Source: an optimization exercise on an open RTL-to-GDS flow (aim: small area, a short achievable clock period and few clock cycles per item). Production flows keep margins and buffers that such runs may drop.
Function was checked by simulation only, so behaviour that the tests miss may differ from the original.
No activity file was given, so power comes from the tool's default toggle rates.

// exec_stage
module exec_stage (
    input  logic        clock,
    input  logic        reset,
    input  logic        issue_valid,
    input  logic [1:0]  issue_fu,
    input  logic [3:0]  issue_func,
    input  logic [1:0]  opa_select,
    input  logic [2:0]  opb_select,
    input  logic [31:0] inst,
    input  logic [31:0] pc,
    input  logic [31:0] rs1_value,
    input  logic [31:0] rs2_value,
    input  logic [4:0]  issue_tag,
    input  logic        complete_credit,
    output logic [2:0]  fu_free,
    output logic        complete_valid,
    output logic [1:0]  complete_fu,
    output logic [4:0]  complete_tag,
    output logic [31:0] complete_result,
    output logic        complete_take
);
For scale: ~3000 cells after synthesis, ~190 I/O pins, roughly 0.030 mm2 of cells after synthesis.
==> flow/config.mk <==
export PLATFORM = sky130hd
export DESIGN_NAME = exec_stage
export DESIGN_NICKNAME = exec_stage
export VERILOG_FILES = /design/flow/design.v
export SDC_FILE = /design/flow/constraint.sdc
export NUM_CORES = 4
export LEC_CHECK = 0
export CAP_MARGIN = 20
export CORE_MARGIN = 2
export CORE_UTILIZATION = 55
export PLACE_DENSITY = 0.65
export SETUP_SLACK_MARGIN = 4.5
export SLEW_MARGIN = 20
==> flow/constraint.sdc <==
create_clock -name core_clock -period 8.0 [get_ports {clock}]
set_input_delay 1.6000 -clock core_clock [delete_from_list [all_inputs] [get_ports {clock}]]
set_output_delay 1.6000 -clock core_clock [all_outputs]
set_load 0.01 [all_outputs]
standard.sh (not shown) runs the stock make flow with config.mk's settings and CLKGATE_MAP_FILE= SYNTH_SCRIPT=/design/flow/synth_recipe.tcl, a recipe that flattens the netlist after the stock synthesis.
==> flow/flow/run.sh <==
#!/bin/bash
# The standard layout, with the port buffers made of buf_2 cells instead of the cell
# buffer_ports picks by default. Synthesis, floorplan, power grid and the rest are the
# standard flow's. make's full output goes to standard.log in this folder; ORFS writes
# each step's log under orfs/logs/.
set -euo pipefail
bash standard.sh "BUFFER_PORTS_ARGS=-buffer_cell sky130_fd_sc_hd__buf_2" finish > standard.log 2>&1
Testbench counts at the start, summed over its fixed seeds: cycles 39,051, items 32,000.
Edit:
CORE_UTILIZATION = 62   (was 55)
PLACE_DENSITY = 0.7   (was 0.65)
SETUP_SLACK_MARGIN = 4.6   (was 4.5)
Outcome: Cell count shrinks by 1.5%. Clock-buffer cell count grows by 1. Via count goes up by 3.5%. Cell area goes up by 0.51%. Clock power shrinks by about 3%. Total power rises by 1.4%.
Edit:
==> flow/run.sh (new file) <==
#!/bin/bash
# synth_recipe.tcl (not shown) runs the flow's synth.tcl, then flattens the netlist and writes it again
# the make line also repeats each setting of config.mk as NAME=value (left out here)
make -C /OpenROAD-flow-scripts/flow DESIGN_CONFIG=/design/flow/config.mk WORK_HOME=/design/flow/orfs CLKGATE_MAP_FILE= SYNTH_SCRIPT=/design/flow/synth_recipe.tcl finish
CORE_UTILIZATION = 55   (was 62)
PLACE_DENSITY = 0.65   (was 0.7)
SETUP_SLACK_MARGIN = 4.5   (was 4.6)
removed: flow/flow/run.sh
removed: flow/standard.sh
=>
- routed wire length is about the same
- sequential share of layout area came out lower by 1.0 points
- die area came out higher by 12%
- synthesized area stays the same
- utilization came out lower by 6.0 points

========
Starting RTL as in the previous note.
Settings: LEC_CHECK=0, CAP_MARGIN=20, CORE_MARGIN=2, CORE_UTILIZATION=55, PLACE_DENSITY=0.65, SETUP_SLACK_MARGIN=4.8, SLEW_MARGIN=20; clock period 8.0 ns.
==> flow/flow/run.sh <==
#!/bin/bash
# The standard layout, with the port buffers made of buf_2 cells instead of the cell
# buffer_ports picks by default. Synthesis, floorplan, power grid and the rest are the
# standard flow's. make's full output goes to standard.log in this folder; ORFS writes
# each step's log under orfs/logs/.
set -euo pipefail
bash standard.sh "BUFFER_PORTS_ARGS=-buffer_cell sky130_fd_sc_hd__buf_2" finish > standard.log 2>&1
Testbench counts at the start, summed over its fixed seeds: cycles 39,051, items 32,000.
Edit:
- CORE_UTILIZATION: 55 -> 62
- PLACE_DENSITY: 0.65 -> 0.7
Flip-flop and latch count does not change.
Worst setup slack degrades by 87 ps.
Design area hardly moves.
Via count grows slightly.

========
== v41 ==
Another version of the RTL of exec_stage (not shown whole).
Size in the first run: about 3100 cells after synthesis, about 190 I/O pins, roughly 0.031 mm^2 of cells after synthesis.
// exec_stage
module exec_stage (
    input  logic        clock,
    input  logic        reset,
    input  logic        issue_valid,
    input  logic [1:0]  issue_fu,
    input  logic [3:0]  issue_func,
    input  logic [1:0]  opa_select,
    input  logic [2:0]  opb_select,
    input  logic [31:0] inst,
    input  logic [31:0] pc,
    input  logic [31:0] rs1_value,
    input  logic [31:0] rs2_value,
    input  logic [4:0]  issue_tag,
    input  logic        complete_credit,
    output logic [2:0]  fu_free,
    output logic        complete_valid,
    output logic [1:0]  complete_fu,
    output logic [4:0]  complete_tag,
    output logic [31:0] complete_result,
    output logic        complete_take
);
export LEC_CHECK = 0
export CAP_MARGIN = 20
export CORE_MARGIN = 2
export CORE_UTILIZATION = 55
export PLACE_DENSITY = 0.65
export SETUP_SLACK_MARGIN = 4.5
export SLEW_MARGIN = 20
create_clock -name core_clock -period 8.0 [get_ports {clock}]
==> flow/flow/run.sh <==
#!/bin/bash
# The standard layout, with the port buffers made of buf_1 cells instead of the cell
# buffer_ports picks by default. Synthesis, floorplan, power grid and the rest are the
# standard flow's. make's full output goes to standard.log in this folder; ORFS writes
# each step's log under orfs/logs/.
set -euo pipefail
bash standard.sh "BUFFER_PORTS_ARGS=-buffer_cell sky130_fd_sc_hd__buf_1" finish > standard.log 2>&1
Testbench counts of v41, summed over its fixed seeds: cycles 39,051, items 32,000.
--- input diff v41..v21 ---
Settings: SETUP_SLACK_MARGIN now 4.2, was 4.5.
==> flow/run.sh (new file) <==
#!/bin/bash
# synth_recipe.tcl (not shown) runs the flow's synth.tcl, then flattens the netlist and writes it again
# the make line also repeats each setting of config.mk as NAME=value (left out here)
make -C /OpenROAD-flow-scripts/flow DESIGN_CONFIG=/design/flow/config.mk WORK_HOME=/design/flow/orfs CLKGATE_MAP_FILE= SYNTH_SCRIPT=/design/flow/synth_recipe.tcl finish
removed: flow/flow/run.sh
removed: flow/standard.sh
Relative to v41, the post-place instance area of v21 is higher by about 3.4%.
Diff v21..v41 | number of enable flip-flop cells after synthesis | unchanged
v21 vs v41, worst setup path category: flip-flop to primary output vs flip-flop to flip-flop
Proportion of power drawn by the clock network (v21 over v41): decrease, 0.5 points
Higher worst supply voltage drop on vdd among v41 and v21: v41
Cmp v41 and v21 / detailed-routed wire length on met3 / lower: v41
v41 has higher overall via count from detail_route than v21.
v41 -> v21: number of flip-flops and latches delta 0, exact match
v21 vs. v41: post-place setup slack went down 0.18 ns, buffers inserted during post-CTS setup optimization dropped 2, layout-stage area growth over the synthesis result went up 2.1 points.
Looking at sequential cell area share, v21 sits 0.61 points lower than v41 does.
What v49 does differently from v21 at the input level:
Settings: changing PLACE_DENSITY from 0.65 to 0.7; changing SETUP_SLACK_MARGIN from 4.2 to 4.6; changing CORE_UTILIZATION from 55 to 62.
==> flow/flow/run.sh (new file) <==
#!/bin/bash
# The standard layout, with the port buffers made of buf_2 cells instead of the cell
# buffer_ports picks by default. Synthesis, floorplan, power grid and the rest are the
# standard flow's. make's full output goes to standard.log in this folder; ORFS writes
# each step's log under orfs/logs/.
set -euo pipefail
bash standard.sh "BUFFER_PORTS_ARGS=-buffer_cell sky130_fd_sc_hd__buf_2" finish > standard.log 2>&1
==> flow/standard.sh (new file) <==
#!/bin/bash
# synth_recipe.tcl (not shown) runs the flow's synth.tcl, then flattens the netlist and writes it again
# the make line also repeats each setting of config.mk as NAME=value (left out here)
make -C /OpenROAD-flow-scripts/flow DESIGN_CONFIG=/design/flow/config.mk WORK_HOME=/design/flow/orfs CLKGATE_MAP_FILE= SYNTH_SCRIPT=/design/flow/synth_recipe.tcl "${@:-finish}"
removed: flow/run.sh
Findings:
- v49 has completed all stages; timing, DRC and antenna checks passed.
- Compared to v21, v49 has number of clock-tree buffers in the layout 5.1% higher.
- There was hardly any difference in hold slack between v49 and v21.
- Pin slew with the least headroom to its limit in v49 vs v21: down 0.050 ns
- Delta(worst setup slack after layout, v49 - v21) > 0
- Of v21 and v49, the lower clock tree cell share of total cell area belongs to v49.

========
Setup of build 58:
exec_stage again, from the RTL that the note above started with.
clock: 8.0 ns
lec_check: 0
cap_margin: 20
core_margin: 2
core_utilization: 55
place_density: 0.65
setup_slack_margin: 4.5
slew_margin: 20
==> flow/flow/run.sh <==
#!/bin/bash
# The standard layout, with the port buffers made of buf_2 cells instead of the cell
# buffer_ports picks by default. Synthesis, floorplan, power grid and the rest are the
# standard flow's. make's full output goes to standard.log in this folder; ORFS writes
# each step's log under orfs/logs/.
set -euo pipefail
bash standard.sh "BUFFER_PORTS_ARGS=-buffer_cell sky130_fd_sc_hd__buf_2" finish > standard.log 2>&1
Both conditions hold for build 58: the flow ran to the end and the final layout passed the timing, DRC and antenna checks.
Testbench counts of build 58, summed over its fixed seeds: cycles 39,051, items 32,000.
Input changes introduced in build 46 (baseline for comparison: build 58):
==> flow/run.sh (new file) <==
#!/bin/bash
# synth_recipe.tcl (not shown) runs the flow's synth.tcl, then flattens the netlist and writes it again
# the make line also repeats each setting of config.mk as NAME=value (left out here)
make -C /OpenROAD-flow-scripts/flow DESIGN_CONFIG=/design/flow/config.mk WORK_HOME=/design/flow/orfs CLKGATE_MAP_FILE= SYNTH_SCRIPT=/design/flow/synth_recipe.tcl finish
removed: flow/flow/run.sh
removed: flow/standard.sh
==> comparison <==
Build 46 reports a lower maximum frequency than build 58 does. In the metrics for build 46 and build 58, the one carrying the lower non-clock buffer area fraction after layout is build 58. Lower share of the clock period used by the worst path goes to build 58 over build 46. Higher clock latency reported for the late side of the worst-skew pair among build 46 and build 58: build 58. Per the comparison of build 46 with build 58, register-to-register slack lost 0.24 ns; sequential share of layout area lost 0.90 points; wire length of the first global-routing pass neither gained nor lost much. Slew of the pin with the lowest slew margin ended up 0.083 ns higher on build 46 than on build 58. Going from build 58 to build 46, pre-CTS worst setup slack down 0.41 ns; clock period minus final worst setup slack up 0.27 ns. Between build 46 and build 58, the difference in aggregate routed wire length is negligible.
The following lists how build 15 was set up differently from build 46:
diff --git a/flow/config.mk b/flow/config.mk
--- a/flow/config.mk
+++ b/flow/config.mk
@@ -11,3 +11,3 @@
 export PLACE_DENSITY = 0.65
-export SETUP_SLACK_MARGIN = 4.5
+export SETUP_SLACK_MARGIN = 4.7
 export SLEW_MARGIN = 20
Results
- Arrival time of data at the critical path endpoint for build 15: 2.01 ns up relative to build 46
- Against build 46, build 15 reports a overall track demand over capacity in global routing that is higher.
- Compared with build 46, build 15 shows a worst path setup slack after routing that is 0.14 ns higher.
- In the metrics for build 15 and build 46, the one carrying the lower routed length per placed instance is build 46.
- Data required time at the worst endpoint: build 15 > build 46

==> separate check: timing with driven ports <==
In the flow no input, the clock included, has a driving cell. The finished layouts below were timed again as built, in two steps. Step 1, drivers: a clkbuf_16 drives clock and a buf_2 each remaining input, both assumed. Step 2 times the ports against the registers' clock, not the clock port: input delays grow and output delays shrink by t, the midpoint of the rising clock arrivals with the driver on. Slacks: ideal / step 1 / step 2; pairs: ideal / step 1.
| run | shift t [ns] | setup WS [ns] | worst hold slack (ns) |
|---|---|---|---|
| the first run of note 1 | 0.664 | 4.430 / 4.455 / 3.791 | 0.419 / 0.419 / 0.419 |
| the second run of note 1 | 0.661 | 4.528 / 4.528 / 4.051 | 0.424 / 0.424 / 0.424 |
| the third run of note 1 | 0.659 | 4.376 / 4.376 / 3.849 | 0.419 / 0.419 / 0.419 |
| the first run of note 2 | 0.657 | 4.594 / 4.602 / 3.945 | 0.425 / 0.425 / 0.425 |
| the second run of note 2 | 0.663 | 4.507 / 4.507 / 3.955 | 0.422 / 0.422 / 0.422 |
| v41 | 0.670 | 4.455 / 4.455 / 3.879 | 0.423 / 0.423 / 0.423 |
| v21 | 0.661 | 4.239 / 4.178 / 3.644 | 0.421 / 0.421 / 0.421 |
| v49 | 0.666 | 4.539 / 4.539 / 3.921 | 0.421 / 0.421 / 0.421 |
| build 58 | 0.666 | 4.551 / 4.499 / 3.947 | 0.421 / 0.421 / 0.421 |
| build 46 | 0.664 | 4.282 / 4.220 / 3.854 | 0.419 / 0.419 / 0.419 |
| build 15 | 0.668 | 4.422 / 4.391 / 3.950 | 0.423 / 0.423 / 0.423 |
After both steps every run listed still meets setup and hold. The setup slack of the first run of note 2, which loses most, moves by +0.008 ns with the drivers and by -0.649 ns with both steps.
